This design comes from an exercise in tuning for small area on the open sky130 flow, not from production work.
Function was checked by simulation only, so behaviour that the tests miss may differ from the original.
Power and IR drop assume default switching activity.

<file path="flow/config.mk">
export PLATFORM = sky130hd
export DESIGN_NAME = id_stage
export DESIGN_NICKNAME = id_stage
export VERILOG_FILES = /design/flow/design.v
export SDC_FILE = /design/flow/constraint.sdc
export NUM_CORES = 4
export LEC_CHECK = 0
export CAP_MARGIN = 20
export CORE_MARGIN = 2
export CORE_UTILIZATION = 45
export SLEW_MARGIN = 20
export SYNTH_HIERARCHICAL = 1
export SYNTH_MINIMUM_KEEP_SIZE = 0
</file>
<file path="flow/constraint.sdc">
create_clock -name core_clock -period 11.0 [get_ports {clk}]
set_input_delay 2.2000 -clock core_clock [delete_from_list [all_inputs] [get_ports {clk}]]
set_output_delay 2.2000 -clock core_clock [all_outputs]
set_load 0.01 [all_outputs]
</file>
<file path="flow/design.v">
module id_stage (
    input  logic        clk,
    input  logic        rst,
    input  logic [31:0] ID_pc,
    input  logic [31:0] ID_instr,
    input  logic        M_we,
    input  logic [4:0]  M_wa,
    input  logic        WB_we,
    input  logic [4:0]  WB_addr,
    input  logic [31:0] WB_wd,
    output logic        stall,
    output logic [2:0]  IF_j,
    output logic [31:0] IF_pc4,
    output logic [31:0] E_pc,
    output logic [31:0] E_instr,
    output logic [31:0] E_rd1,
    output logic [31:0] E_rd2,
    output logic [31:0] E_ext,
    output logic [4:0]  E_wa,
    output logic        E_we,
    output logic        E_load,
    output logic        E_store
);
    localparam logic [5:0] OP_RTYPE = 6'h00;
    localparam logic [5:0] OP_J     = 6'h02;
    localparam logic [5:0] OP_JAL   = 6'h03;
    localparam logic [5:0] OP_BEQ   = 6'h04;
    localparam logic [5:0] OP_ORI   = 6'h0D;
    localparam logic [5:0] OP_LUI   = 6'h0F;
    localparam logic [5:0] OP_LW    = 6'h23;
    localparam logic [5:0] OP_SW    = 6'h2B;
    localparam logic [5:0] FN_JR    = 6'h08;
    localparam logic [5:0] FN_ADDU  = 6'h21;
    localparam logic [5:0] FN_SUBU  = 6'h23;
    logic [31:1][31:0] grf_q;
    logic [31:1] vld_q;
    logic [31:0] e_pc_q, e_instr_q, e_rd1_q, e_rd2_q;
    logic        e_v_q;
    logic [5:0]  op, funct;
    logic [4:0]  rs, rt, rd;
    logic [15:0] imm;
    logic        is_addu, is_subu, is_jr, is_ori, is_lui, is_lw, is_sw;
    logic        is_beq, is_j, is_jal, use_rs, use_rt;
    assign op    = ID_instr[31:26];
    assign rs    = ID_instr[25:21];
    assign rt    = ID_instr[20:16];
    assign rd    = ID_instr[15:11];
    assign funct = ID_instr[5:0];
    assign imm   = ID_instr[15:0];
    assign is_addu = (op == OP_RTYPE) && (funct == FN_ADDU);
    assign is_subu = (op == OP_RTYPE) && (funct == FN_SUBU);
    assign is_jr   = (op == OP_RTYPE) && (funct == FN_JR);
    assign is_ori  = (op == OP_ORI);
    assign is_lui  = (op == OP_LUI);
    assign is_lw   = (op == OP_LW);
    assign is_sw   = (op == OP_SW);
    assign is_beq  = (op == OP_BEQ);
    assign is_j    = (op == OP_J);
    assign is_jal  = (op == OP_JAL);
    assign use_rs  = is_addu | is_subu | is_ori | is_lw | is_sw | is_beq | is_jr;
    assign use_rt  = is_addu | is_subu | is_sw | is_beq;
    logic [31:0] ei;
    logic [5:0]  e_op, e_funct;
    logic        e_rtype, e_ori, e_lui, e_lw, e_sw, e_beq, e_jal, e_addsub;
    logic [4:0]  e_wa;
    logic        e_we;
    assign ei      = e_instr_q & {32{e_v_q}};
    assign e_op    = ei[31:26];
    assign e_funct = ei[5:0];
    assign e_rtype = (e_op == OP_RTYPE);
    assign e_addsub = e_rtype && ((e_funct == FN_ADDU) || (e_funct == FN_SUBU));
    assign e_ori   = (e_op == OP_ORI);
    assign e_lui   = (e_op == OP_LUI);
    assign e_lw    = (e_op == OP_LW);
    assign e_sw    = (e_op == OP_SW);
    assign e_beq   = (e_op == OP_BEQ);
    assign e_jal   = (e_op == OP_JAL);
    always_comb begin
        e_wa = 5'd0;
        e_we = 1'b0;
        if (e_addsub) begin
            e_wa = ei[15:11];
            e_we = 1'b1;
        end else if (e_ori || e_lui || e_lw) begin
            e_wa = ei[20:16];
            e_we = 1'b1;
        end else if (e_jal) begin
            e_wa = 5'd31;
            e_we = 1'b1;
        end
    end
    logic stl;
    assign stl = (use_rs && (rs != 5'd0) &&
                  ((e_we && e_wa == rs) || (M_we && M_wa == rs))) ||
                 (use_rt && (rt != 5'd0) &&
                  ((e_we && e_wa == rt) || (M_we && M_wa == rt)));
    logic [31:1] wsel, dec1, dec2, rdok, sel1, sel2;
    logic        byp1, byp2;
    logic [31:0] rd1, rd2;
    always_comb
        for (int i = 1; i < 32; i++) begin
            wsel[i] = WB_we && (WB_addr == i[4:0]);
            dec1[i] = (rs == i[4:0]);
            dec2[i] = (rt == i[4:0]);
        end
    assign rdok = vld_q & ~wsel;
    assign sel1 = dec1 & rdok;
    assign sel2 = dec2 & rdok;
    assign byp1 = WB_we && (WB_addr == rs) && (rs != 5'd0);
    assign byp2 = WB_we && (WB_addr == rt) && (rt != 5'd0);
    id_rdport u_rp1 (.grf(grf_q), .sel(sel1), .byp(byp1), .wd(WB_wd), .q(rd1));
    id_rdport u_rp2 (.grf(grf_q), .sel(sel2), .byp(byp2), .wd(WB_wd), .q(rd2));
    logic [31:0] pc4, br_tgt;
    logic [13:0] pc_hi, inc_hi, dec_hi;
    logic [15:0] inc_lo, br_lo;
    logic        lo_all1, c16;
    assign pc_hi   = ID_pc[31:18];
    assign inc_hi  = pc_hi + 14'd1;
    assign dec_hi  = pc_hi - 14'd1;
    assign inc_lo  = ID_pc[17:2] + 16'd1;
    assign lo_all1 = &ID_pc[17:2];
    assign {c16, br_lo} = {1'b0, ID_pc[17:2]} + {1'b0, imm} + 17'd1;
    always_comb begin
        pc4    = {lo_all1 ? inc_hi : pc_hi, inc_lo, ID_pc[1:0]};
        br_tgt = {(c16 & ~imm[15]) ? inc_hi : (~c16 & imm[15]) ? dec_hi : pc_hi,
                  br_lo, ID_pc[1:0]};
        IF_j   = 3'd0;
        IF_pc4 = pc4;
        if (!stl) begin
            if (is_beq && rd1 == rd2) begin
                IF_j   = 3'd1;
                IF_pc4 = br_tgt;
            end else if (is_j || is_jal) begin
                IF_j   = 3'd2;
                IF_pc4 = {pc4[31:28], ID_instr[25:0], 2'b00};
            end else if (is_jr) begin
                IF_j   = 3'd3;
                IF_pc4 = rd1;
            end
        end
    end
    always_ff @(posedge clk)
        for (int i = 1; i < 32; i++)
            if (wsel[i]) grf_q[i] <= WB_wd;
    always_ff @(posedge clk or negedge rst)
        if (!rst) vld_q <= '0;
        else      vld_q <= vld_q | wsel;
    always_ff @(posedge clk) begin
        e_pc_q    <= ID_pc;
        e_instr_q <= ID_instr;
        e_rd1_q   <= rd1;
        e_rd2_q   <= rd2;
    end
    always_ff @(posedge clk or negedge rst)
        if (!rst) e_v_q <= 1'b0;
        else      e_v_q <= !stl;
    assign stall   = stl;
    assign E_pc    = e_pc_q & {32{e_v_q}};
    assign E_instr = ei;
    assign E_rd1   = e_rd1_q & {32{e_v_q}};
    assign E_rd2   = e_rd2_q & {32{e_v_q}};
    assign E_wa    = e_wa;
    assign E_we    = e_we;
    assign E_load  = e_lw;
    assign E_store = e_sw;
    logic ext_lo, ext_sx;
    assign ext_lo = e_ori | e_lw | e_sw | e_beq;
    assign ext_sx = ei[15] & (e_lw | e_sw | e_beq);
    for (genvar k = 0; k < 16; k++) begin : g_ext
        id_and2 u_lo (.a(ei[k]), .b(ext_lo), .y(E_ext[k]));
        id_ao21 u_hi (.a1(ei[k]), .a2(e_lui), .b(ext_sx), .y(E_ext[16+k]));
    end
endmodule
module id_rdport (
    input  logic [31:1][31:0] grf,
    input  logic [31:1]       sel,
    input  logic              byp,
    input  logic [31:0]       wd,
    output logic [31:0]       q
);
    for (genvar b = 0; b < 32; b++) begin : g_bit
        logic [10:0] y;
        logic [2:0]  p;
        for (genvar k = 0; k < 10; k++) begin : g_grp
            id_aoi222 u_aoi (
                .a1(grf[3*k+1][b]), .a2(sel[3*k+1]),
                .b1(grf[3*k+2][b]), .b2(sel[3*k+2]),
                .c1(grf[3*k+3][b]), .c2(sel[3*k+3]),
                .y(y[k]));
        end
        id_nand2 u_n31 (.a(grf[31][b]), .b(sel[31]), .y(y[10]));
        id_nand4 u_p0 (.a(y[0]), .b(y[1]), .c(y[2]),  .d(y[3]), .y(p[0]));
        id_nand4 u_p1 (.a(y[4]), .b(y[5]), .c(y[6]),  .d(y[7]), .y(p[1]));
        id_nand3 u_p2 (.a(y[8]), .b(y[9]), .c(y[10]), .y(p[2]));
        id_or3a2 u_q  (.a(p[0]), .b(p[1]), .c(p[2]), .d1(wd[b]), .d2(byp), .y(q[b]));
    end
endmodule
module id_aoi222 (
    input  logic a1, a2, b1, b2, c1, c2,
    output logic y
);
    assign y = ~((a1 & a2) | (b1 & b2) | (c1 & c2));
endmodule
module id_nand2 (
    input  logic a, b,
    output logic y
);
    assign y = ~(a & b);
endmodule
module id_nand3 (
    input  logic a, b, c,
    output logic y
);
    assign y = ~(a & b & c);
endmodule
module id_nand4 (
    input  logic a, b, c, d,
    output logic y
);
    assign y = ~(a & b & c & d);
endmodule
module id_or3a2 (
    input  logic a, b, c, d1, d2,
    output logic y
);
    assign y = a | b | c | (d1 & d2);
endmodule
module id_and2 (
    input  logic a, b,
    output logic y
);
    assign y = a & b;
endmodule
module id_ao21 (
    input  logic a1, a2, b,
    output logic y
);
    assign y = (a1 & a2) | b;
endmodule
</file>
<file path="flow/flow/run.sh">
#!/bin/bash
# Layout flow: the standard ORFS flow (standard.sh) with two overrides:
#  - port buffers use the smallest buffer cell (buf_1) instead of the
#    resizer's pick;
#  - clock tree synthesis uses clkbuf_4 buffers, clusters of at most 8
#    flip-flops within 40 um, and inserts no dummy loads.
# The make output goes to standard_flow.log in this folder; ORFS keeps each
# step's full log under orfs/logs.
set -euo pipefail
bash standard.sh \
  BUFFER_PORTS_ARGS="-buffer_cell sky130_fd_sc_hd__buf_1" \
  CTS_ARGS="-sink_clustering_enable -repair_clock_nets -buf_list sky130_fd_sc_hd__clkbuf_4 -dont_use_dummy_load -sink_clustering_size 8 -sink_clustering_max_diameter 40" \
  finish > standard_flow.log 2>&1
</file>
<file path="flow/standard.sh">
#!/bin/bash
# synth_recipe.tcl (not shown) runs the flow's synth.tcl, then flattens the netlist and writes it again
# the make line also repeats each setting of config.mk as NAME=value (left out here)
make -C /OpenROAD-flow-scripts/flow DESIGN_CONFIG=/design/flow/config.mk WORK_HOME=/design/flow/orfs CLKGATE_MAP_FILE= SYNTH_SCRIPT=/design/flow/synth_recipe.tcl "${@:-finish}"
</file>
==> out/qor.yml, run 1 <==
outcome:
  outcome: "timing/DRC/antenna clean"
power_and_ir_drop:
  comb_power_share_pct: 11.7
  ir_worst_vdd_uv: 81.3
  seqPwrFrac_pct: 61.6
  total_power_mw: 8.03
  p_sw_mw: 2.16
  power.internal_mw: 5.87
  clkPwrFrac_pct: 26.8
  p_per_area_nw_per_um2: 150
  p_leak_nw: 17.5
  switching_share_pct: 26.9
place:
  gp_congestion: 0.950
  dp_hpwl_mm: 120
  place_inst: 4903
  numPortBuffers: 312
  placed_area_um2: 52200
  place_ws_ns: 0.883
routing:
  drt_wl_total_mm: 199
  postRouteAntennaNets: 0
  dr.first_iter.drc_count: 8978
  avgRoutedWirePerCell_um: 39.1
  drc: 0
  drt_pass1_iterations: 15
  vias_per_cell: 7.55
  vias: 38400
setup_path:
  max_stage_delay_ns: 0.60
  worst_setup_path_end_kind: "primary output"
  crit_required_ns: 8.80
  crit_slowest_cell: "a2111o_1"
  critPathKind: "in -> out"
  crit_arrival_ns: 8.15
  cp_max_fo: 21
  setup.worst_path.start_class: "input port"
  cp_top_family: "simple AND/OR/NAND/NOR gates"
  cp_cell_sequence: "buf_1 -> nor2b_1 -> nand3_1 -> o21ai_0 -> nor3_2 -> buf_4 -> a222oi_1 -> nand3_1 -> a2111o_1 -> xor2_1 -> or4_1 -> nor4_1 -> and4_1 -> buf_4 -> nor2_1 -> o21ai_1 -> o21ai_1 -> buf_1"
  cp_num_buf_inv: 4
clock_network:
  cts.sinks: 1152
  postCtsHoldBufs: 0
  cts_tree: "built"
  cts_buffers: 176
  cts.htree.levels: 4
  cts_resized: 0
  clk_pin_slew_worst_paths_ns: 0.05
  postCtsSetupBuffers: 0
  clock-root-buffer: "clkbuf_4"
  cts.path.max_buffers: 3
  clock_latency_ns: 1.15
cells_and_area:
  seqCellArea_um2: 33200
  fin_util_pct: 50.8
  synthToLayoutAreaGrowth_pct: 12.1
  fill_cells: 9026
  layout-drive-gt1-share_pct: 12.9
  layout_commonest_cell: "edfxtp_1"
  layout.cells.non_filler: 5086
  mostFrequentLayoutCells: "edfxtp_1 (992), a222oi_1 (640), buf_1 (311), clkbuf_4 (176), buf_4 (166)"
  finish.instance_area_um2: 53500
  multi_input_area_um2: 14700
  nets: 3821
grt:
  antenna_found_initial: 14
  use_met1_pct: 45.6
  grt_util_met2_pct: 51.6
  grt_pass1_wl_mm: 271
  grt_pass1_vias: 36100
  grt_max_degree: 78
  overflow: 0
  met3_usage_pct: 13.6
  top_usage_layer: "met2"
  grt_usage_pct: 35.7
sta:
  whs_ns: 0.463
  finalCritPeriodShare_pct: 94.1
  setup_ws_ns: 0.654
  setup_tns_ns: 0
  maxSlewViolCount: 0
  rsz0062_at_grt: "no"
  period_needed_ns: 10.35
  fmaxAchievable_ghz: 0.0967
  finalHoldViolCount: 0
  finalSetupViolCount: 0
  slew_headroom_pct: 24.9
  worst_clock_skew_ns: 0.111
  worst_slew_pin_slew_ns: 1.11
floorplanning:
  pin_count: 314
  fp-row-count: 119
  die_area_um2: 109000
  core_um2: 105000
  die_w_um: 330
  start_util_pct: 45.3
  dieHeight_um: 330
synth:
  yosys_warnings: 7
  synth_cell_types: 69
  ys_async_sr_fraction_pct: 2.78
  syn_avg_cell_area_um2: 15.4
  syn-instance-count: 3101
  yosysSeqAreaShare_pct: 69.4
  syn_nets: 3231
  synth_area_um2: 47700
  synth-seq-cells: 1152
  synth_flop_cell: "edfxtp_1"
  synth_edf_count: 992
hold_path:
  hold_class: "reg -> reg"
run:
  drv_cap: 0
==> logic make-up (layout without fill, tap and decap cells) <==
family	count (synthesis)	after routing	synth area share, %
other cells	1	7	0.00786
flops	1152	1152	69.4
simple gates	811	811	9.25
mux	16	16	0.335
compound gates	892	892	17.6
xor+xnor	110	110	2.02
fa+ha+maj	20	20	0.540
buf+inv	99	687	0.820
==> per-module statistics from Yosys (local to each module, per instance), excerpt <==
module / cells / flip-flops and latches / copies in the design / cell area [um^2]
id_stage: 2109 / 1152 / 1 / 39000
id_or3a2: 1 / 0 / 64 / 11.3
id_aoi222: 1 / 0 / 640 / 10.0
id_ao21: 1 / 0 / 16 / 7.51
id_and2: 1 / 0 / 16 / 6.26
id_nand4: 1 / 0 / 128 / 6.26
id_nand3: 1 / 0 / 64 / 5.00
==> cell type report <==
type                            count  area share [%]
Antenna cell                        6          0.0281
Clock buffer                      176            2.47
Inverter                           30           0.215
Multi-Input combinational cell   1850            27.4
Sequential cell                  1152            62.0
Tap cell                         1391            3.25
Timing Repair Buffer              481            4.62
==> cells in the mapped netlist, drive strengths merged, types with 21 or more instances <==
cell / n / area, um^2
a2111o: 64 / 721
nand3: 100 / 500
dfrtp: 32 / 801
dfxtp: 128 / 2560
xnor2: 64 / 561
or2: 22 / 138
edfxtp: 992 / 29800
clkbuf: 50 / 188
nand4: 145 / 907
inv: 30 / 113
a22o: 22 / 193
and2: 147 / 920
xor2: 46 / 403
o22ai: 21 / 138
nor3: 90 / 450
nand2: 144 / 541
a21oi: 37 / 185
o21ai: 42 / 210
a222oi: 640 / 6410
nor2: 61 / 229
nand2b: 26 / 163
==> power groups by stage <==
stage	Clock (mW)	Sequential, mW	Combinational (mW)
detailed placement	0	5.04	0.896
finish	2.15	4.94	0.936
floorplan	0	5.00	0.444
global route	2.33	4.95	0.968
CTS	2.16	4.94	0.901
global placement	0	5.04	0.897
==> final timing paths <==
path                       depth (start not counted)          to  startpoint  slack, ns
max                                               18  IF_pc4[30]       WB_we       0.65
min                                                1   vld_q[14]   vld_q[14]       0.46
max reg2reg                                        9       e_v_q       e_v_q       7.56
min reg2reg                                        1   vld_q[14]   vld_q[14]       0.46
max in group asynchronous                          1   vld_q[14]         rst       9.14
min in group asynchronous                          1    vld_q[3]         rst       1.19
==> flip-flops by register name, summed over array words and instances, names as in the netlist <==
| register | cells |
|---|---|
| vld_q | 31 |
| e_pc_q | 32 |
| e_rd1_q | 32 |
| grf_q | 992 |
| e_v_q | 1 |
| e_instr_q | 32 |
| e_rd2_q | 32 |
==> worst register-to-register path: stages, from the launching register on <==
cell,delay [ns]
dfrtp_4,0.86
buf_4,0.62
and2_1,0.39
nand4_1,0.12
o211ai_1,0.27
xnor2_1,0.19
a41oi_1,0.20
o22ai_4,0.19
buf_4,0.44
inv_2,0.04
==> layer usage <==
metal / part of all wire (%) / wire length, um / vias up
met5: 0.023 / 46 / -
met4: 6.6 / 13100 / 6
met3: 16 / 32000 / 684
met2: 42 / 84100 / 3746
met1: 35 / 69800 / 18800
li1: - / - / 15200
==> run 2: changes to the inputs <==
--- a/flow/config.mk
+++ b/flow/config.mk
@@ -7,7 +7,7 @@
 export LEC_CHECK = 0
 export CAP_MARGIN = 20
 export CORE_MARGIN = 2
-export CORE_UTILIZATION = 45
+export CORE_UTILIZATION = 35
 export SLEW_MARGIN = 20
 export SYNTH_HIERARCHICAL = 1
 export SYNTH_MINIMUM_KEEP_SIZE = 0
==> run 2 against run 1 <==
Effect of this change:
- still clean
- setup slack got worse by 0.40 ns
- via count increased by 0.11%
- clock power barely moved
- final cell count is 7.7% higher
- flip-flop and latch count stayed put
- sequential share of layout area decreased by 0.59 points
- global-route usage is 7.4 points lower
- critical path depth up 1
- critical path type unchanged
- largest cell class unchanged
- highest routed layer unchanged
==> out/qor.yml, run 2 <==
outcome:
  outcome: "timing/DRC/antenna clean"  # unchanged
clock_network:
  postCtsHoldBufs: 0  # unchanged
  cts_buffers: 176  # unchanged
  postCtsSetupBuffers: 0  # unchanged
  cts.htree.levels: 4  # unchanged
  cts_resized: 0  # unchanged
  clock-root-buffer: "clkbuf_4"  # unchanged
  clock_latency_ns: 1.18  # was 1.15 ns
  cts_tree: "built"  # unchanged
  cts.path.max_buffers: 3  # unchanged
  cts.sinks: 1152  # unchanged
  clk_pin_slew_worst_paths_ns: 0.07  # was 0.05 ns
grt:
  grt_pass1_vias: 36500  # was 36,100
  grt_pass1_wl_mm: 278  # was 271 mm
  grt_usage_pct: 28.2  # was 35.7%
  overflow: 0  # unchanged
  antenna_found_initial: 19  # was 14
  grt_max_degree: 100  # was 78
cells_and_area:
  layout_commonest_cell: "edfxtp_1"  # unchanged
  nets: 3822  # was 3,821
  layout-drive-gt1-share_pct: 13.1  # was 12.9%
  synthToLayoutAreaGrowth_pct: 13.2  # was 12.1%
  largest_reg_flops: 992  # unchanged
  largest_register: "grf_q"  # unchanged
  mostFrequentLayoutCells: "edfxtp_1 (992), a222oi_1 (640), buf_1 (309), clkbuf_4 (176), buf_4 (167)"  # was edfxtp_1 (992), a222oi_1 (640), buf_1 (311), clkbuf_4 (176), buf_4 (166)
setup_path:
  timing.rr.start: "e_v_q"  # unchanged
  crit_slowest_cell: "o21ai_0"  # was a2111o_1
  ff2ff_path_depth: 8  # was 9
  setup.worst_path.start_class: "input port"  # unchanged
  crit_required_ns: 8.80  # about the same
  r2r_slack_ns: 7.81  # was 7.56 ns
  crit_arrival_ns: 8.55  # was 8.15 ns
  cp_common_cell: "buf_4"
  critPathKind: "in -> out"  # unchanged
  cp_max_fo: 30  # was 21
  cp_cell_sequence: "buf_1 -> nor2b_1 -> nand3_1 -> o21ai_0 -> nor3_2 -> buf_4 -> buf_4 -> a222oi_1 -> nand3_1 -> a2111o_1 -> xor2_1 -> or4_1 -> nor4_1 -> and4_1 -> buf_4 -> a221oi_1 -> a211o_1 -> o21ai_1 -> buf_1"  # was buf_1 -> nor2b_1 -> nand3_1 -> o21ai_0 -> nor3_2 -> buf_4 -> a222oi_1 -> nand3_1 -> a2111o_1 -> xor2_1 -> or4_1 -> nor4_1 -> and4_1 -> buf_4 -> nor2_1 -> o21ai_1 -> o21ai_1 -> buf_1
  max_stage_delay_ns: 0.68  # was 0.60 ns
  r2r-end: "e_v_q"  # unchanged
  worst_setup_path_end_kind: "primary output"  # unchanged
power_and_ir_drop:
  p_per_area_nw_per_um2: 149  # was 150 nW/um^2
  seqPwrFrac_pct: 61.5  # was 61.6%
  power.internal_mw: 5.87  # about the same
  ir_worst_vdd_uv: 100  # was 81.3 uV
  comb_power_share_pct: 11.8  # was 11.7%
  p_sw_mw: 2.20  # was 2.16 mW
  p_leak_nw: 17.5  # about the same
  switching_share_pct: 27.2  # was 26.9%
  clkPwrFrac_pct: 26.8  # about the same
synth:
  synth_cell_types: 69  # unchanged
  synth_edf_count: 992  # unchanged
  ys_async_sr_fraction_pct: 2.78  # unchanged
  syn-instance-count: 3101  # unchanged
  synth_area_um2: 47700  # unchanged
  synthSimpleGateAreaFrac_pct: 9.25  # unchanged
  synth_xor_area_share_pct: 2.02  # unchanged
  synth_top_area_cell: "edfxtp_1"  # unchanged
  synth_mux_area_share_pct: 0.335  # unchanged
  syn_avg_cell_area_um2: 15.4  # unchanged
  yosys_warnings: 7  # unchanged
  synth_top_family_by_area: "compound AO/OA/AOI/OAI gates"  # unchanged
  synth_commonest_cells: "edfxtp_1 (992), a222oi_1 (640), and2_1 (147), nand4_1 (145), nand2_1 (144)"  # unchanged
  syn_nets: 3231  # unchanged
  synth_most_common_cell: "edfxtp_1"  # unchanged
  synthAdderAreaFrac_pct: 0.540  # unchanged
  synth-seq-cells: 1152  # unchanged
  synth_compound_area_share_pct: 17.6  # unchanged
  synth_top_area_share_pct: 62.4  # unchanged
  yosys-top-cells-area: "edfxtp_1 (62%), a222oi_1 (13%), dfxtp_1 (5.4%)"  # unchanged
  synth_flop_cell: "edfxtp_1"  # unchanged
  yosysSeqAreaShare_pct: 69.4  # unchanged
sta:
  fmaxAchievable_ghz: 0.0931  # was 0.0967 GHz
  worst_slew_pin_slew_ns: 1.14  # was 1.11 ns
  finalHoldViolCount: 0  # unchanged
  setup_tns_ns: 0  # unchanged
  slew_headroom_pct: 23.6  # was 24.9%
  worst_clock_skew_ns: 0.108  # was 0.111 ns
  rsz0062_at_grt: "no"  # unchanged
  maxSlewViolCount: 0  # unchanged
  finalCritPeriodShare_pct: 97.7  # was 94.1%
  period_needed_ns: 10.75  # was 10.35 ns
  finalSetupViolCount: 0  # unchanged
  whs_ns: 0.469  # was 0.463 ns
routing:
  drc: 0  # unchanged
  drt_wl_total_mm: 205  # was 199 mm
  avgRoutedWirePerCell_um: 37.4  # was 39.1 um
  dr.first_iter.drc_count: 8923  # was 8,978
  vias_per_cell: 7.02  # was 7.55
  vias: 38400  # about the same
  postRouteAntennaNets: 0  # unchanged
  drt_pass1_iterations: 13  # was 15
run:
  drv_cap: 0  # unchanged
hold_path:
  hold_class: "reg -> reg"  # unchanged
  hold_depth: 1  # unchanged
  hold_start: "vld_q[14]"  # unchanged
  hold_path_end: "vld_q[14]"  # unchanged
floorplanning:
  core_um2: 135000  # was 105,000 um^2
  pin_count: 314  # unchanged
  fp-row-count: 135  # was 119
  die_area_um2: 139000  # was 109,000 um^2
  die_w_um: 373  # was 330 um
  start_util_pct: 35.2  # was 45.3%
  dieHeight_um: 373  # was 330 um
place:
  numPortBuffers: 312  # unchanged
  gp_congestion: 0.975  # was 0.950
  dp_hpwl_mm: 124  # was 120 mm
## run 2: cells by family (layout without fill, tap and decap cells)
family                     count (synthesis)  after routing
AOI/OAI and AO/OA                        892            892
and+or+nand+nor                          811            811
muxes                                     16             16
xor gates and xnor gates                 110            110
adders and majority gates                 20             20
DFF                                     1152           1152
buffers and inverters                     99            688
other                                      1              9
## run 2: cell type report
cell class / instances / area (um^2)
clock buffer: 176 / 1320
inverter: 30 / 118
antenna: 8 / 20.0
timing repair buffer: 482 / 2490
sequential: 1152 / 33200
fill: 12700 / 81500
tap: 1781 / 2230
multi-input combinational: 1850 / 14700
## run 2: per-stage QoR
step	utilization, %	cells	instance area (um^2)	power (mW)	worst slack (ns)
CTS	39.9	5471	54000	8.04	0.569
finish	39.9	5479	54000	8.07	0.255
floorplan	-	3101	47700	5.44	0.906
global route	39.9	5478	54000	8.30	0.175
detailed placement	38.9	5295	52700	5.96	0.615
global placement	38.9	5295	52700	5.96	0.776
## run 2: critical path, delay by kind of cell
family | cells | cell delay (ns)
xor gates and xnor gates | 1 | 0.24
and+or+nand+nor | 7 | 2.39
buffers and inverters | 5 | 1.39
AOI/OAI and AO/OA | 6 | 2.28
## run 2: power by group through the flow
stage          combinational (mW)  sequential (mW)  clock (mW)
3_5_place_dp                0.906             5.05           0
3_3_place_gp                0.904             5.05           0
4_1_cts                     0.909             4.95        2.18
2_1_floorplan               0.444             5.00           0
5_1_grt                     0.980             4.97        2.36
6_report                    0.951             4.96        2.16
## run 2: metal layers
metal  track usage, %  part of all wire [%]
met4             19.1                   7.4
met2             40.7                    42
met5                0                 0.045
met3             10.7                    16
met1             35.1                    35
## run 2: worst max path at each step
| stage | from | end | slack [ns] | cells past startpoint |
|---|---|---|---|---|
| floorplan | ID_instr[21] | IF_pc4[10] | 0.91 | 14 |
| global placement | WB_we | IF_pc4[27] | 0.78 | 19 |
| detailed placement | WB_we | IF_pc4[27] | 0.61 | 19 |
| CTS | WB_we | IF_pc4[27] | 0.57 | 19 |
| global route | WB_addr[4] | IF_pc4[27] | 0.17 | 19 |
| finish | WB_addr[4] | IF_pc4[27] | 0.25 | 19 |
## run 2: Yosys stat by module, one instance, submodules excluded, a selection
module,cells inside,cell area [um^2],flops+latches,copies in the design
id_or3a2,1,11.3,0,64
id_aoi222,1,10.0,0,640
id_ao21,1,7.51,0,16
id_and2,1,6.26,0,16
id_nand3,1,5.00,0,64
id_nand2,1,3.75,0,64
id_nand4,1,6.26,0,128
id_stage,2109,39000,1152,1
==> run 3: changes to the inputs <==
--- a/flow/design.v
+++ b/flow/design.v
@@ -110,34 +110,90 @@
     assign byp2 = WB_we && (WB_addr == rt) && (rt != 5'd0);
     id_rdport u_rp1 (.grf(grf_q), .sel(sel1), .byp(byp1), .wd(WB_wd), .q(rd1));
     id_rdport u_rp2 (.grf(grf_q), .sel(sel2), .byp(byp2), .wd(WB_wd), .q(rd2));
-    logic [31:0] pc4, br_tgt;
     logic [13:0] pc_hi, inc_hi, dec_hi;
-    logic [15:0] inc_lo, br_lo;
-    logic        lo_all1, c16;
+    logic [15:0] pc_lo, inc_lo, br_lo;
+    logic [14:1] ci, bi;
+    logic        lo_all1, c16, eq;
     assign pc_hi   = ID_pc[31:18];
-    assign inc_hi  = pc_hi + 14'd1;
-    assign dec_hi  = pc_hi - 14'd1;
-    assign inc_lo  = ID_pc[17:2] + 16'd1;
-    assign lo_all1 = &ID_pc[17:2];
-    assign {c16, br_lo} = {1'b0, ID_pc[17:2]} + {1'b0, imm} + 17'd1;
-    always_comb begin
-        pc4    = {lo_all1 ? inc_hi : pc_hi, inc_lo, ID_pc[1:0]};
-        br_tgt = {(c16 & ~imm[15]) ? inc_hi : (~c16 & imm[15]) ? dec_hi : pc_hi,
-                  br_lo, ID_pc[1:0]};
-        IF_j   = 3'd0;
-        IF_pc4 = pc4;
-        if (!stl) begin
-            if (is_beq && rd1 == rd2) begin
-                IF_j   = 3'd1;
-                IF_pc4 = br_tgt;
-            end else if (is_j || is_jal) begin
-                IF_j   = 3'd2;
-                IF_pc4 = {pc4[31:28], ID_instr[25:0], 2'b00};
-            end else if (is_jr) begin
-                IF_j   = 3'd3;
-                IF_pc4 = rd1;
-            end
-        end
+    assign pc_lo   = ID_pc[17:2];
+    logic [16:1] cil;
+    assign inc_lo[0] = ~pc_lo[0];
+    assign cil[1]    = pc_lo[0];
+    for (genvar k = 1; k < 16; k++) begin : g_incl
+        id_ha u_inc (.a(pc_lo[k]), .b(cil[k]), .s(inc_lo[k]), .c(cil[k+1]));
+    end
+    assign lo_all1 = cil[16];
+    logic [8:1]  cl;
+    logic [15:8] s0, s1;
+    logic [16:9] c0, c1;
+    assign br_lo[0] = ~(pc_lo[0] ^ imm[0]);
+    assign cl[1]    = pc_lo[0] | imm[0];
+    for (genvar k = 1; k < 8; k++) begin : g_brl
+        id_fa u_fa (.a(pc_lo[k]), .b(imm[k]), .ci(cl[k]), .s(br_lo[k]), .co(cl[k+1]));
+    end
+    assign s0[8] = pc_lo[8] ^ imm[8];
+    assign c0[9] = pc_lo[8] & imm[8];
+    assign s1[8] = ~(pc_lo[8] ^ imm[8]);
+    assign c1[9] = pc_lo[8] | imm[8];
+    for (genvar k = 9; k < 16; k++) begin : g_brh
+        id_fa u_fa0 (.a(pc_lo[k]), .b(imm[k]), .ci(c0[k]), .s(s0[k]), .co(c0[k+1]));
+        id_fa u_fa1 (.a(pc_lo[k]), .b(imm[k]), .ci(c1[k]), .s(s1[k]), .co(c1[k+1]));
+    end
+    assign br_lo[15:8] = cl[8] ? s1 : s0;
+    assign c16         = cl[8] ? c1[16] : c0[16];
+    assign inc_hi[0] = ~pc_hi[0];
+    assign ci[1]     = pc_hi[0];
+    assign dec_hi[0] = ~pc_hi[0];
+    assign bi[1]     = ~pc_hi[0];
+    for (genvar k = 1; k < 14; k++) begin : g_incdec
+        id_ha u_inc (.a(pc_hi[k]), .b(ci[k]), .s(inc_hi[k]), .c(ci[k+1]));
+        id_hs u_dec (.a(pc_hi[k]), .b(bi[k]), .d(dec_hi[k]), .bo(bi[k+1]));
+    end
+    logic beq_en, t_j, t_jr, t_pc0;
+    logic t_br, t_pc, s_phi, s_inc, s_dec, s_phi4, s_inc4;
+    logic c_same, c_up, c_dn;
+    assign eq     = (rd1 == rd2);
+    assign beq_en = !stl && is_beq;
+    assign t_j    = !stl && (is_j || is_jal);
+    assign t_jr   = !stl && is_jr;
+    assign t_pc0  = !(t_j || t_jr);
+    assign c_same = (c16 == imm[15]);
+    assign c_up   = c16 && !imm[15];
+    assign c_dn   = !c16 && imm[15];
+    id_and2 u_tbr (.a(beq_en), .b(eq), .y(t_br));
+    id_mux2 u_tpc (.s(eq), .a0(t_pc0), .a1(t_pc0 && !beq_en), .y(t_pc));
+    id_mux2 u_phi (.s(eq), .a0(t_pc0 && !lo_all1),
+                   .a1(beq_en ? c_same : (t_pc0 && !lo_all1)), .y(s_phi));
+    id_mux2 u_inc (.s(eq), .a0(t_pc0 && lo_all1),
+                   .a1(beq_en ? c_up : (t_pc0 && lo_all1)), .y(s_inc));
+    id_and2 u_dec (.a(beq_en && c_dn), .b(eq), .y(s_dec));
+    id_mux2 u_ph4 (.s(eq), .a0(!t_jr && !lo_all1),
+                   .a1(beq_en ? c_same : (!t_jr && !lo_all1)), .y(s_phi4));
+    id_mux2 u_in4 (.s(eq), .a0(!t_jr && lo_all1),
+                   .a1(beq_en ? c_up : (!t_jr && lo_all1)), .y(s_inc4));
+    assign IF_j = {1'b0, t_j | t_jr, t_br | t_jr};
+    assign IF_pc4[1:0] = (ID_pc[1:0] & {2{t_pc | t_br}}) | (rd1[1:0] & {2{t_jr}});
+    for (genvar k = 2; k < 18; k++) begin : g_pc_lo
+        logic y0, y1;
+        id_aoi222 u_a (.a1(inc_lo[k-2]), .a2(t_pc), .b1(br_lo[k-2]), .b2(t_br),
+                       .c1(ID_instr[k-2]), .c2(t_j), .y(y0));
+        id_nand2  u_b (.a(rd1[k]), .b(t_jr), .y(y1));
+        id_nand2  u_c (.a(y0), .b(y1), .y(IF_pc4[k]));
+    end
+    for (genvar k = 18; k < 28; k++) begin : g_pc_mid
+        logic y0, y1, y2;
+        id_aoi222 u_a (.a1(pc_hi[k-18]), .a2(s_phi), .b1(inc_hi[k-18]), .b2(s_inc),
+                       .c1(ID_instr[k-2]), .c2(t_j), .y(y0));
+        id_nand2  u_b (.a(dec_hi[k-18]), .b(s_dec), .y(y1));
+        id_nand2  u_c (.a(rd1[k]), .b(t_jr), .y(y2));
+        id_nand3  u_d (.a(y0), .b(y1), .c(y2), .y(IF_pc4[k]));
+    end
+    for (genvar k = 28; k < 32; k++) begin : g_pc_top
+        logic y0, y1;
+        id_aoi222 u_a (.a1(pc_hi[k-18]), .a2(s_phi4), .b1(inc_hi[k-18]), .b2(s_inc4),
+                       .c1(dec_hi[k-18]), .c2(s_dec), .y(y0));
+        id_nand2  u_b (.a(rd1[k]), .b(t_jr), .y(y1));
+        id_nand2  u_c (.a(y0), .b(y1), .y(IF_pc4[k]));
     end
     always_ff @(posedge clk)
         for (int i = 1; i < 32; i++)
@@ -237,3 +293,30 @@
 );
     assign y = (a1 & a2) | b;
 endmodule
+module id_ha (
+    input  logic a, b,
+    output logic s, c
+);
+    assign s = a ^ b;
+    assign c = a & b;
+endmodule
+module id_hs (
+    input  logic a, b,
+    output logic d, bo
+);
+    assign d  = a ^ b;
+    assign bo = ~a & b;
+endmodule
+module id_fa (
+    input  logic a, b, ci,
+    output logic s, co
+);
+    assign s  = a ^ b ^ ci;
+    assign co = (a & b) | (ci & (a ^ b));
+endmodule
+module id_mux2 (
+    input  logic s, a0, a1,
+    output logic y
+);
+    assign y = s ? a1 : a0;
+endmodule
--- a/flow/config.mk
+++ b/flow/config.mk
@@ -8,6 +8,7 @@
 export CAP_MARGIN = 20
 export CORE_MARGIN = 2
 export CORE_UTILIZATION = 35
+export SETUP_SLACK_MARGIN = 0.1
 export SLEW_MARGIN = 20
 export SYNTH_HIERARCHICAL = 1
 export SYNTH_MINIMUM_KEEP_SIZE = 0
==> run 3 against run 2 <==
Effect of this change:
- critical endpoint is now IF_pc4[8]
- clock skew is 0.011 ns higher
- synthesized cell count decreased by 4.7%
- first-iteration DRC count down 1.7%
- sequential share of layout area grew 0.21 points
- critical path type unchanged
- sequential power about the same
- via count decreased by 2.3%
==> out/qor.yml, run 3 <==
place:
  gp_congestion: 0.961  # was 0.975
  numPortBuffers: 312  # unchanged
  dp_hpwl_mm: 120  # was 124 mm
floorplanning:
  fp-row-count: 134  # was 135
  dieHeight_um: 371  # was 373 um
  pin_count: 314  # unchanged
  die_w_um: 371  # was 373 um
  die_area_um2: 138000  # was 139,000 um^2
  core_um2: 134000  # was 135,000 um^2
  start_util_pct: 35.3  # was 35.2%
clock_network:
  clock-root-buffer: "clkbuf_4"  # unchanged
  postCtsHoldBufs: 0  # unchanged
  clock_latency_ns: 1.24  # was 1.18 ns
  cts_tree: "built"  # unchanged
  cts_resized: 0  # unchanged
  cts.sinks: 1152  # unchanged
  postCtsSetupBuffers: 0  # unchanged
  cts.htree.levels: 4  # unchanged
  clk_pin_slew_worst_paths_ns: 0.04  # was 0.07 ns
  cts_buffers: 178  # was 176
  cts.path.max_buffers: 3  # unchanged
sta:
  worst_clock_skew_ns: 0.119  # was 0.108 ns
  period_needed_ns: 10.69  # was 10.75 ns
  whs_ns: 0.461  # was 0.469 ns
  rsz0062_at_grt: "no"  # unchanged
  fmaxAchievable_ghz: 0.0936  # was 0.0931 GHz
  setup_tns_ns: 0  # unchanged
  finalSetupViolCount: 0  # unchanged
  worst_slew_pin_slew_ns: 1.26  # was 1.14 ns
  maxSlewViolCount: 0  # unchanged
  finalCritPeriodShare_pct: 97.2  # was 97.7%
  slew_headroom_pct: 15.7  # was 23.6%
  finalHoldViolCount: 0  # unchanged
routing:
  vias_per_cell: 6.99  # was 7.02
  drt_wl_total_mm: 192  # was 205 mm
  drc: 0  # unchanged
  drt_pass1_iterations: 15  # was 13
  vias: 37500  # was 38,400
  postRouteAntennaNets: 0  # unchanged
  dr.first_iter.drc_count: 8774  # was 8,923
  avgRoutedWirePerCell_um: 35.8  # was 37.4 um
grt:
  overflow: 0  # unchanged
  grt_pass1_wl_mm: 262  # was 278 mm
  grt_max_degree: 76  # was 100
  grt_pass1_vias: 35700  # was 36,500
  grt_usage_pct: 26.9  # was 28.2%
  antenna_found_initial: 17  # was 19
synth:
  yosys_warnings: 7  # unchanged
  synth_flop_cell: "edfxtp_1"  # unchanged
  ys_async_sr_fraction_pct: 2.78  # unchanged
  synth_cell_types: 68  # was 69
  synth_commonest_cells: "edfxtp_1 (992), a222oi_1 (671), nand2_1 (177), and2_1 (147), nand4_1 (134)"  # was edfxtp_1 (992), a222oi_1 (640), and2_1 (147), nand4_1 (145), nand2_1 (144)
  yosysSeqAreaShare_pct: 70.3  # was 69.4%
  synth_area_um2: 47200  # was 47,700 um^2
  yosys-top-cells-area: "edfxtp_1 (63%), a222oi_1 (14%), dfxtp_1 (5.4%)"  # was edfxtp_1 (62%), a222oi_1 (13%), dfxtp_1 (5.4%)
  synth_top_area_share_pct: 63.1  # was 62.4%
  synth_most_common_cell: "edfxtp_1"  # unchanged
  syn_avg_cell_area_um2: 16.0  # was 15.4 um^2
  syn-instance-count: 2955  # was 3,101
  synth_top_area_cell: "edfxtp_1"  # unchanged
  syn_nets: 3132  # was 3,231
  synth_edf_count: 992  # unchanged
  synth-seq-cells: 1152  # unchanged
run:
  drv_cap: 0  # unchanged
cells_and_area:
  synthToLayoutAreaGrowth_pct: 14.1  # was 13.2%
  nets: 3772  # was 3,822
  layout-drive-gt1-share_pct: 14.3  # was 13.1%
  largest_register: "grf_q"  # unchanged
  mostFrequentLayoutCells: "edfxtp_1 (992), a222oi_1 (671), buf_1 (311), clkbuf_4 (178), nand2_1 (177)"  # was edfxtp_1 (992), a222oi_1 (640), buf_1 (309), clkbuf_4 (176), buf_4 (167)
  largest_reg_flops: 992  # unchanged
  layout_commonest_cell: "edfxtp_1"  # unchanged
hold_path:
  hold_start: "vld_q[14]"  # unchanged
  hold_class: "reg -> reg"  # unchanged
setup_path:
  timing.rr.start: "e_v_q"  # unchanged
  crit_required_ns: 8.80  # about the same
  setup.worst_path.start_class: "input port"  # unchanged
  worst_setup_path_end_kind: "primary output"  # unchanged
  critPathKind: "in -> out"  # unchanged
  crit_arrival_ns: 8.49  # was 8.55 ns
  cp_max_fo: 18  # was 30
  setup.worst_path.start: "ID_instr[21]"  # was WB_addr[4]
power_and_ir_drop:
  p_per_area_nw_per_um2: 148  # was 149 nW/um^2
  p_leak_nw: 17.9  # was 17.5 nW
  ir_worst_vdd_uv: 65.3  # was 100 uV
outcome:
  outcome: "timing/DRC/antenna clean"  # unchanged
[run 3: where the power goes]
group	internal [mW]	total, mW	leakage [nW]	switching, mW
logic	0.257	0.851	6.72	0.595
clock network	0.738	2.17	0.819	1.43
registers	4.87	4.95	10.4	0.0810
[run 3: layout make-up]
class / instances / area (um^2)
repair buffers: 498 / 2720
multi-input cells: 1693 / 14100
flip-flops and latches: 1152 / 33200
well taps: 1768 / 2210
inverters: 72 / 273
diodes: 13 / 32.5
clock buffers: 178 / 1340
fillers: 12400 / 79800
[run 3: kinds of logic after synthesis]
group	share of synthesized area (%)
compound gates	16.9
xor+xnor	1.02
fa+ha+maj	2.11
buf+inv	0.888
flops	70.3
mux	0.347
other cells	0.00795
simple gates	8.48
[run 3: worst paths after layout]
check                       endpoint  slack, ns  cells after the start
max                        IF_pc4[8]       0.31                     16
min                        vld_q[14]       0.46                      1
max reg2reg                    e_v_q       7.52                      8
min reg2reg                vld_q[14]       0.46                      1
max in group asynchronous      e_v_q       9.19                      1
min in group asynchronous  vld_q[26]       1.12                      1
[run 3: worst max-delay path, cell delays in order]
cell      delay [ns]
buf_1           0.50
nand2b_1        0.57
nor3_2          0.89
buf_4           0.48
a222oi_1        0.18
nand4_1         0.16
a2111o_1        0.48
xor2_1          0.22
nor4_2          0.42
nand4_1         0.46
nor2_2          0.32
buf_4           0.22
mux2_4          0.42
a222oi_1        0.61
nand2_1         0.15
buf_1           0.15
[run 3: per-stage QoR]
step | utilization, % | cell area [um^2] | total power [mW] | setup slack (ns) | cells
floorplan | - | 47200 | 5.39 | 1.29 | 2955
global placement | 39.2 | 52400 | 5.86 | 0.241 | 5183
detailed placement | 39.2 | 52400 | 5.86 | 0.327 | 5183
CTS | 40.2 | 53800 | 7.96 | 0.300 | 5361
global route | 40.3 | 53800 | 8.20 | 0.124 | 5371
finish | 40.3 | 53800 | 7.97 | 0.312 | 5374
[run 3: modules after synthesis, one instance, submodules excluded, a selection]
module,copies in the design,cells,flops+latches
id_stage,1,1768,1152
id_fa,21,1,0
id_hs,13,3,0
id_mux2,5,1,0
id_ha,28,1,0
id_or3a2,64,1,0
id_aoi222,670,1,0
id_ao21,16,1,0
id_and2,18,1,0
id_nand4,128,1,0
id_nand3,74,1,0
id_nand2,124,1,0
[run 3: metal layers]
layer  GRT usage, %  wire (um)  vias to the layer above
met5              0         80                        -
met4           14.1      10200                       14
met3           9.73      31500                      592
met2           39.6      82200                     3765
met1           34.6      68500                    18500
li1               -          -                    14700
==> run 4: changes to the inputs <==
--- a/flow/config.mk
+++ b/flow/config.mk
@@ -7,8 +7,7 @@
 export LEC_CHECK = 0
 export CAP_MARGIN = 20
 export CORE_MARGIN = 2
-export CORE_UTILIZATION = 35
-export SETUP_SLACK_MARGIN = 0.1
+export CORE_UTILIZATION = 45
 export SLEW_MARGIN = 20
 export SYNTH_HIERARCHICAL = 1
 export SYNTH_MINIMUM_KEEP_SIZE = 0
==> run 4 against run 3 <==
Effect of this change:
- still clean on timing, DRC and antenna
- wire length up 5.6%
- final cell count decreased by 7.3%
- global-route usage is 10 points higher
- first-iteration DRC count up 8.8%
- fmax up 1.5%
- sequential power about the same
- synthesized cell count unchanged
==> out/qor.yml, run 4 <==
outcome:
  outcome: "timing/DRC/antenna clean"  # unchanged
floorplanning:
  fp-row-count: 118  # was 134
  start_util_pct: 45.5  # was 35.3%
  pin_count: 314  # unchanged
  dieHeight_um: 328  # was 371 um
  die_w_um: 328  # was 371 um
  core_um2: 104000  # was 134,000 um^2
  die_area_um2: 107000  # was 138,000 um^2
grt:
  overflow: 0  # unchanged
  grt_pass1_vias: 37200  # was 35,700
  grt_pass1_wl_mm: 279  # was 262 mm
  grt_util_met2_pct: 55.6  # was 39.6%
  met3_usage_pct: 13.2  # was 9.73%
  grt_usage_pct: 37.0  # was 26.9%
  grt_max_degree: 79  # was 76
  antenna_found_initial: 16  # was 17
  top_usage_layer: "met2"  # unchanged
  use_met1_pct: 45.1  # was 34.6%
synth:
  yosys_warnings: 7  # unchanged
  yosys-top-cells-area: "edfxtp_1 (63%), a222oi_1 (14%), dfxtp_1 (5.4%)"  # unchanged
  syn_avg_cell_area_um2: 16.0  # unchanged
  synth_area_um2: 47200  # unchanged
  synthAdderAreaFrac_pct: 2.11  # unchanged
  synth_flop_cell: "edfxtp_1"  # unchanged
  synth_commonest_cells: "edfxtp_1 (992), a222oi_1 (671), nand2_1 (177), and2_1 (147), nand4_1 (134)"  # unchanged
  synthSimpleGateAreaFrac_pct: 8.48  # unchanged
  synth_mux_area_share_pct: 0.347  # unchanged
  synth_most_common_cell: "edfxtp_1"  # unchanged
  syn-instance-count: 2955  # unchanged
  synth_top_area_cell: "edfxtp_1"  # unchanged
  synth_edf_count: 992  # unchanged
  synth-seq-cells: 1152  # unchanged
  yosysSeqAreaShare_pct: 70.3  # unchanged
  synth_cell_types: 68  # unchanged
  syn_nets: 3132  # unchanged
  synth_top_area_share_pct: 63.1  # unchanged
  synth_xor_area_share_pct: 1.02  # unchanged
  ys_async_sr_fraction_pct: 2.78  # unchanged
  synth_top_family_by_area: "compound AO/OA/AOI/OAI gates"  # unchanged
  synth_compound_area_share_pct: 16.9  # unchanged
setup_path:
  worst_setup_path_end_kind: "primary output"  # unchanged
  setup.worst_path.start_class: "input port"  # unchanged
  cp_cell_sequence: "buf_1 -> buf_4 -> or2_2 -> o21ai_0 -> nor3_2 -> buf_4 -> buf_4 -> a222oi_1 -> nand4_1 -> a2111o_1 -> xor2_1 -> nor4_1 -> nand4_1 -> nor2_1 -> buf_4 -> mux2_4 -> a222oi_1 -> nand2_1 -> buf_1"  # was buf_1 -> nand2b_1 -> nor3_2 -> buf_4 -> a222oi_1 -> nand4_1 -> a2111o_1 -> xor2_1 -> nor4_2 -> nand4_1 -> nor2_2 -> buf_4 -> mux2_4 -> a222oi_1 -> nand2_1 -> buf_1
  crit_arrival_ns: 8.33  # was 8.49 ns
  cp_common_cell: "buf_4"
  crit_required_ns: 8.80  # about the same
  cp_max_fo: 19  # was 18
  critPathKind: "in -> out"  # unchanged
  max_stage_delay_ns: 0.71  # was 0.89 ns
  crit_slowest_cell: "nor4_1"  # was nor3_2
power_and_ir_drop:
  clkPwrFrac_pct: 26.7  # was 27.2%
  p_leak_nw: 17.8  # was 17.9 nW
  total_power_mw: 7.96  # was 7.97 mW
  switching_share_pct: 26.5  # was 26.4%
  p_sw_mw: 2.11  # was 2.10 mW
  power.internal_mw: 5.85  # was 5.86 mW
  ir_worst_vdd_uv: 81.9  # was 65.3 uV
  seqPwrFrac_pct: 62.4  # was 62.1%
  comb_power_share_pct: 10.9  # was 10.7%
  p_per_area_nw_per_um2: 149  # was 148 nW/um^2
sta:
  period_needed_ns: 10.53  # was 10.69 ns
  whs_ns: 0.471  # was 0.461 ns
  finalCritPeriodShare_pct: 95.7  # was 97.2%
  setup_tns_ns: 0  # unchanged
  worst_slew_pin_slew_ns: 1.14  # was 1.26 ns
  rsz0062_at_grt: "no"  # unchanged
  worst_clock_skew_ns: 0.116  # was 0.119 ns
  maxSlewViolCount: 0  # unchanged
  finalSetupViolCount: 0  # unchanged
  finalHoldViolCount: 0  # unchanged
  fmaxAchievable_ghz: 0.0950  # was 0.0936 GHz
  slew_headroom_pct: 24.3  # was 15.7%
place:
  place_inst: 4799  # was 5,183
  dp_hpwl_mm: 125  # was 120 mm
  gp_congestion: 1.00  # was 0.961
  numPortBuffers: 312  # unchanged
routing:
  vias_per_cell: 7.67  # was 6.99
  drt_wl_total_mm: 203  # was 192 mm
  vias: 38200  # was 37,500
  dr.first_iter.drc_count: 9544  # was 8,774
  avgRoutedWirePerCell_um: 40.8  # was 35.8 um
  drt_pass1_iterations: 13  # was 15
  drc: 0  # unchanged
  postRouteAntennaNets: 0  # unchanged
cells_and_area:
  mostFrequentLayoutCells: "edfxtp_1 (992), a222oi_1 (671), buf_1 (311), buf_4 (181), nand2_1 (177)"  # was edfxtp_1 (992), a222oi_1 (671), buf_1 (311), clkbuf_4 (178), nand2_1 (177)
  seqCellArea_um2: 33200  # unchanged
  largest_register: "grf_q"  # unchanged
  synthToLayoutAreaGrowth_pct: 12.9  # was 14.1%
  layout_commonest_cell: "edfxtp_1"  # unchanged
  multi_input_area_um2: 14100  # about the same
  fill_cells: 8774  # was 12,400
  layout.cells.non_filler: 4984  # was 5,374
  nets: 3772  # unchanged
  layout-drive-gt1-share_pct: 13.8  # was 14.3%
  largest_reg_flops: 992  # unchanged
clock_network:
  postCtsSetupBuffers: 0  # unchanged
  cts_resized: 0  # unchanged
  clk_pin_slew_worst_paths_ns: 0.08  # was 0.04 ns
  clock_latency_ns: 1.13  # was 1.24 ns
  cts_tree: "built"  # unchanged
  cts_buffers: 174  # was 178
  cts.htree.levels: 4  # unchanged
  cts.path.max_buffers: 3  # unchanged
  cts.sinks: 1152  # unchanged
  postCtsHoldBufs: 0  # unchanged
  clock-root-buffer: "clkbuf_4"  # unchanged
hold_path:
  hold_class: "reg -> reg"  # unchanged
run:
  drv_cap: 0  # unchanged
run 4: critical path: cells and delay by family:
family / cells / cell delay (ns)
simple gates: 7 / 2.33
compound gates: 4 / 1.90
buf+inv: 6 / 1.18
mux: 1 / 0.42
xor+xnor: 1 / 0.21
run 4: worst paths after layout:
check / startpoint / endpoint / slack (ns) / cells past startpoint
worst max-delay path: WB_addr[2] / IF_pc4[6] / 0.47 / 19
worst min register to register: vld_q[5] / vld_q[5] / 0.47 / 1
worst max register to register: e_v_q / e_v_q / 7.13 / 9
max in group asynchronous: rst / e_v_q / 9.03 / 1
min in group asynchronous: rst / vld_q[30] / 1.26 / 1
worst min-delay path: vld_q[5] / vld_q[5] / 0.47 / 1
run 4: per-stage QoR:
stage	instance area [um^2]	setup slack [ns]	utilization [%]
3_5_place_dp	51900	0.746	50.0
6_report	53300	0.470	51.3
5_1_grt	53300	0.442	51.3
3_3_place_gp	51900	0.783	50.0
4_1_cts	53200	0.724	51.3
2_1_floorplan	47200	1.29	-
run 4: final cells by class:
| class | instances | area share (%) |
|---|---|---|
| timing repair buffer | 502 | 5.08 |
| sequential | 1152 | 62.2 |
| clock buffer | 174 | 2.45 |
| multi-input combinational | 1693 | 26.4 |
| inverter | 72 | 0.507 |
| antenna | 11 | 0.0517 |
| tap | 1380 | 3.24 |
run 4: kinds of logic after synthesis:
logic type      Yosys count
mux                      13
fa+ha+maj                67
simple gates            746
compound gates          812
flops                  1152
buf+inv                 110
xor+xnor                 54
other cells               1
run 4: Yosys stat by module, one instance, submodules excluded, excerpt:
module / cell area (um^2) / copies in the design
id_nand4: 6.26 / 128
id_nand3: 5.00 / 74
id_ao21: 7.51 / 16
id_hs: 20.0 / 13
id_aoi222: 10.0 / 670
id_ha: 12.5 / 28
id_fa: 20.0 / 21
id_stage: 36800 / 1
id_and2: 6.26 / 18
id_mux2: 15.0 / 5
run 4: power groups by stage:
stage | clock [mW] | sequential (mW) | combinational, mW
after floorplan | 0 | 5.00 | 0.390
after global placement | 0 | 5.05 | 0.826
after detailed placement | 0 | 5.06 | 0.835
after CTS | 2.14 | 4.96 | 0.838
after global routing | 2.31 | 4.97 | 0.900
final | 2.12 | 4.96 | 0.869
run 4: per-layer routing:
metal	wire [um]	vias to the layer above	share of wire, %
met5	172	-	0.085
met2	88300	4037	43
met1	67100	18600	33
met4	15600	14	7.7
met3	32000	837	16
li1	-	14700	-

port drivers added, routing unchanged:
Ports are ideal in the flow. The routed layouts listed here were re-timed in OpenROAD.
Step 1 sets driving cells, clkbuf_16 on the clock port and buf_2 on the other inputs (assumed; they add their load-dependent delay and slew).
Step 2, shift: input delay + t, output delay - t, t = (earliest + latest rising clock arrival at the registers) / 2. This alone moves slack from input paths to output paths.
Three values: no drivers, after step 1, after step 2; two values: the first two.
run | t, ns | slack for setup (ns) | worst hold slack (ns) | clock arrival spread, ns | pins driven straight from the clock port
run 1 | 1.157 | 0.654 / 0.589 / 0.589 | 0.463 / 0.463 / 0.463 | 0.126 / 0.126 | 1
run 2 | 1.193 | 0.255 / 0.167 / 0.167 | 0.469 / 0.469 / 0.469 | 0.132 / 0.132 | 1
run 3 | 1.249 | 0.312 / 0.249 / 0.249 | 0.461 / 0.461 / 0.461 | 0.119 / 0.118 | 1
run 4 | 1.147 | 0.470 / 0.408 / 0.408 | 0.471 / 0.471 / 0.471 | 0.118 / 0.119 | 1
After both steps every run listed still meets setup and hold. The setup slack of run 2, which loses most, moves by -0.088 ns with the drivers and by -0.088 ns with both steps.
